This design comes from an exercise in tuning for small area, a short achievable clock period and few clock cycles per item on the open sky130 flow, not from production work.
Function was checked by simulation only, so behaviour that the tests miss may differ from the original.
Power and IR drop assume default switching activity. The flow treats the clock pin as an ideal source, which a real chip does not have.

== 08-04 ==
==> flow/design.v <==
module prm_edge_scan_ctrl #(
    parameter int CHK_W   = 32,
    parameter int NUM_GRP = 32,
    parameter int GRP_AW  = 5,
    parameter int CHK_LAT = 1
) (
    input  logic              clk,
    input  logic              rst_n,
    input  logic              start,
    input  logic              abort,
    input  logic              obs_valid,
    output logic              obs_ready,
    input  logic [14:0]       obs_code,
    input  logic              obs_last,
    output logic              chk_req,
    output logic [14:0]       chk_code,
    output logic [GRP_AW-1:0] chk_grp,
    input  logic [CHK_W-1:0]  chk_mask,
    output logic              out_valid,
    input  logic              out_ready,
    output logic [GRP_AW-1:0] out_grp,
    output logic [CHK_W-1:0]  out_mask,
    output logic              out_last,
    output logic              busy,
    output logic              done,
    output logic [15:0]       obs_cnt
);
    localparam logic [GRP_AW-1:0] LAST_GRP = GRP_AW'(NUM_GRP - 1);
    logic [NUM_GRP*CHK_W-1:0] ring;
    logic [CHK_W-1:0]  head;
    logic [CHK_W-1:0]  merged;
    logic [14:0]       nb_code;            
    logic              nb_last;
    logic              nb_eq;              
    logic              nb_v;
    logic              prev_v;             
    logic              closed;             
    logic              cur_first;          
    logic              cur_last;           
    logic              ret_v, ret_first, ret_last;    
    logic [GRP_AW-1:0] ph;                 
    logic start_ok, obs_hs, first_acc, nb_acc, dup, bnd, load_nb;
    logic final_now, out_free, out_hs, out_end, can_load;
    logic busy_d, closed_d, nb_v_d;
    assign head     = ring[CHK_W-1:0];
    assign merged   = ret_v ? (ret_first ? chk_mask : (head | chk_mask)) : head;
    assign start_ok  = start && !abort && !busy;
    assign obs_hs    = obs_valid && obs_ready && !abort;
    assign first_acc = obs_hs && !prev_v;
    assign nb_acc    = obs_hs && prev_v;
    assign dup       = nb_v && nb_eq;
    assign bnd       = (chk_grp == LAST_GRP);
    assign load_nb   = bnd && nb_v && !nb_eq;
    assign final_now = (ret_v && ret_last) || (closed && !nb_v && !chk_req && !ret_v);
    assign out_free  = !out_valid || out_ready;
    assign out_hs    = out_valid && out_ready && !abort;
    assign out_end   = out_hs && out_last;         
    assign can_load  = busy && closed && final_now && !out_end &&
                       (out_valid ? (ph == GRP_AW'(1)) : (ph == '0));
    always_comb begin
        busy_d   = busy;
        closed_d = closed;
        nb_v_d   = nb_v;
        if (abort) begin
            busy_d = 1'b0; closed_d = 1'b0; nb_v_d = 1'b0;
        end else begin
            if (start_ok) begin
                busy_d = 1'b1; closed_d = 1'b0; nb_v_d = 1'b0;
            end
            if (obs_hs && obs_last) closed_d = 1'b1;
            if (nb_acc) nb_v_d = 1'b1;
            else if (dup || load_nb) nb_v_d = 1'b0;
            if (out_end) begin
                busy_d = 1'b0; closed_d = 1'b0;
            end
        end
    end
    always_ff @(posedge clk) begin
        ring <= {merged, ring[NUM_GRP*CHK_W-1:CHK_W]};
        if (out_free) out_mask <= merged;
        if (obs_ready && !prev_v) chk_code <= obs_code;
        else if (load_nb)         chk_code <= nb_code;
        if (obs_ready) begin
            nb_code <= obs_code;
            nb_last <= obs_last;
            nb_eq   <= (obs_code == chk_code);
        end
    end
    always_ff @(posedge clk or negedge rst_n) begin
        if (!rst_n) begin
            busy      <= 1'b0;
            done      <= 1'b0;
            obs_ready <= 1'b0;
            obs_cnt   <= '0;
            closed    <= 1'b0;
            nb_v      <= 1'b0;
            prev_v    <= 1'b0;
            cur_first <= 1'b0;
            cur_last  <= 1'b0;
            chk_req   <= 1'b0;
            chk_grp   <= '0;
            ret_v     <= 1'b0;
            ret_first <= 1'b0;
            ret_last  <= 1'b0;
            out_valid <= 1'b0;
            out_grp   <= '0;
            out_last  <= 1'b0;
            ph        <= '0;
        end else begin
            busy      <= busy_d;
            closed    <= closed_d;
            nb_v      <= nb_v_d;
            obs_ready <= busy_d && !closed_d && !nb_v_d;
            done      <= out_end;
            ret_v     <= chk_req && !abort;
            ret_first <= cur_first;
            ret_last  <= cur_last;
            if (obs_hs) begin
                if (obs_cnt != 16'hFFFF) obs_cnt <= obs_cnt + 16'd1;
            end else if (start_ok) begin
                obs_cnt <= '0;
            end
            if (abort || start_ok || out_end) begin
                ph <= chk_grp;
            end else if (first_acc) begin
                ph <= LAST_GRP;
            end else if (!out_hs) begin
                ph <= ph + 1'b1;
            end
            if (abort || start_ok) begin
                prev_v    <= 1'b0;
                cur_last  <= 1'b0;
                chk_req   <= 1'b0;
                chk_grp   <= chk_grp + 1'b1;
                out_valid <= 1'b0;
                out_grp   <= '0;
            end else begin
                if (first_acc) begin
                    prev_v    <= 1'b1;
                    cur_first <= 1'b1;
                    cur_last  <= obs_last;
                    chk_req   <= 1'b1;
                    chk_grp   <= '0;
                end else begin
                    chk_grp <= chk_grp + 1'b1;
                    if (bnd) begin
                        chk_req <= load_nb;
                        if (load_nb) begin
                            cur_first <= 1'b0;
                            cur_last  <= nb_last;
                        end
                    end else if (dup && nb_last) begin
                        cur_last <= 1'b1;
                    end
                end
                if (out_free) begin
                    out_valid <= can_load;
                    if (out_end)     out_grp <= '0;
                    else if (out_hs) out_grp <= out_grp + 1'b1;
                    out_last <= out_hs ? (out_grp == LAST_GRP - 1'b1) : (out_grp == LAST_GRP);
                end
            end
        end
    end
endmodule
export LEC_CHECK = 0
export CAP_MARGIN = 20
export CORE_MARGIN = 2
export CORE_UTILIZATION = 70
export SETUP_SLACK_MARGIN = 2.9
export SLEW_MARGIN = 20
create_clock -name core_clock -period 5.0 [get_ports {clk}]
standard.sh (not shown) runs the stock make flow with config.mk's settings and CLKGATE_MAP_FILE= SYNTH_SCRIPT=/design/flow/synth_recipe.tcl, a recipe that flattens the netlist after the stock synthesis.
==> flow/flow/run.sh <==
#!/bin/bash
# The standard layout (standard.sh) with three settings changed:
#  - port buffers are buf_2 instead of the slow delay cell buffer_ports picks by default;
#  - timing repair may resize a cell to any footprint;
#  - clock tree: clkbuf_16 only, sink clusters of at most 30 within 80 um, no dummy loads.
# Everything make prints goes to standard.log in this folder.
set -euo pipefail
bash standard.sh \
  "BUFFER_PORTS_ARGS=-buffer_cell sky130_fd_sc_hd__buf_2" \
  MATCH_CELL_FOOTPRINT=0 \
  "CTS_ARGS=-sink_clustering_enable -repair_clock_nets -buf_list sky130_fd_sc_hd__clkbuf_16 -sink_clustering_size 30 -sink_clustering_max_diameter 80 -dont_use_dummy_load" \
  finish > standard.log 2>&1
Testbench counts of 08-04, summed over its fixed seeds: cycles 70,888, sets 512.
## Diff of input files: 03-05 against 08-04
diff --git a/flow/design.v b/flow/design.v
--- a/flow/design.v
+++ b/flow/design.v
@@ -37,17 +37,18 @@
     logic              closed;             
     logic              cur_first;          
     logic              cur_last;           
     logic              ret_v, ret_first, ret_last;    
     logic [GRP_AW-1:0] ph;                 
+    logic              obs_nrdy;           
     logic start_ok, obs_hs, first_acc, nb_acc, dup, bnd, load_nb;
     logic final_now, out_free, out_hs, out_end, can_load;
     logic busy_d, closed_d, nb_v_d;
     assign head     = ring[CHK_W-1:0];
     assign merged   = ret_v ? (ret_first ? chk_mask : (head | chk_mask)) : head;
     assign start_ok  = start && !abort && !busy;
-    assign obs_hs    = obs_valid && obs_ready && !abort;
+    assign obs_hs    = obs_valid && !obs_nrdy && !abort;
     assign first_acc = obs_hs && !prev_v;
     assign nb_acc    = obs_hs && prev_v;
     assign dup       = nb_v && nb_eq;
     assign bnd       = (chk_grp == LAST_GRP);
     assign load_nb   = bnd && nb_v && !nb_eq;
@@ -76,23 +77,24 @@
         end
     end
     always_ff @(posedge clk) begin
         ring <= {merged, ring[NUM_GRP*CHK_W-1:CHK_W]};
         if (out_free) out_mask <= merged;
-        if (obs_ready && !prev_v) chk_code <= obs_code;
+        if (!obs_nrdy && !prev_v) chk_code <= obs_code;
         else if (load_nb)         chk_code <= nb_code;
-        if (obs_ready) begin
+        if (!obs_nrdy) begin
             nb_code <= obs_code;
             nb_last <= obs_last;
             nb_eq   <= (obs_code == chk_code);
         end
     end
     always_ff @(posedge clk or negedge rst_n) begin
         if (!rst_n) begin
             busy      <= 1'b0;
             done      <= 1'b0;
             obs_ready <= 1'b0;
+            obs_nrdy  <= 1'b1;
             obs_cnt   <= '0;
             closed    <= 1'b0;
             nb_v      <= 1'b0;
             prev_v    <= 1'b0;
             cur_first <= 1'b0;
@@ -109,10 +111,11 @@
         end else begin
             busy      <= busy_d;
             closed    <= closed_d;
             nb_v      <= nb_v_d;
             obs_ready <= busy_d && !closed_d && !nb_v_d;
+            obs_nrdy  <= !(busy_d && !closed_d && !nb_v_d);
             done      <= out_end;
             ret_v     <= chk_req && !abort;
             ret_first <= cur_first;
             ret_last  <= cur_last;
             if (obs_hs) begin
--- outcome ---
- ~same growth of design area from synthesis to finish in 03-05 and 08-04
- Lower final hold slack among 03-05 and 08-04: 03-05
- The run showing the smaller global-route usage is 08-04.
- Between 08-04 and 03-05, the clock power does not differ in any meaningful way.
- Taking 08-04 as the reference, in 03-05 final HPWL from detailed placement grew by 2.8%; final clock period utilization by the worst path shrank by 0.77 points; final-layout fill cell count shrank by 21.
- Slew at the pin with the worst max-slew slack on 03-05 is up relative to 08-04.
Testbench counts of 03-05, summed over its fixed seeds: cycles 70,888, sets 512.

==> what the ideal ports hide <==
Ports are ideal in the flow. The routed layouts listed here were re-timed in OpenROAD.
Step 1 assumes that a clkbuf_16 drives the clock port and a buf_2 every other input.
Step 2, shift: input delay + t, output delay - t, t = (earliest + latest rising clock arrival at the registers) / 2. This alone moves slack from input paths to output paths.
Three values: no drivers, after step 1, after step 2; two values: the first two.
| run | shift t [ns] | setup WS [ns] | clock arrival spread, ns | pins driven straight from the clock port |
|---|---|---|---|---|
| 08-04 | 0.611 | 2.776 / 2.724 / 2.383 | 0.063 / 0.063 | 1 |
| 03-05 | 0.601 | 2.815 / 2.761 / 2.393 | 0.068 / 0.068 | 1 |
After both steps every run listed still meets setup and hold. For 03-05, which loses most, drivers alone change the setup slack by -0.054 ns; drivers and shift together by -0.422 ns.
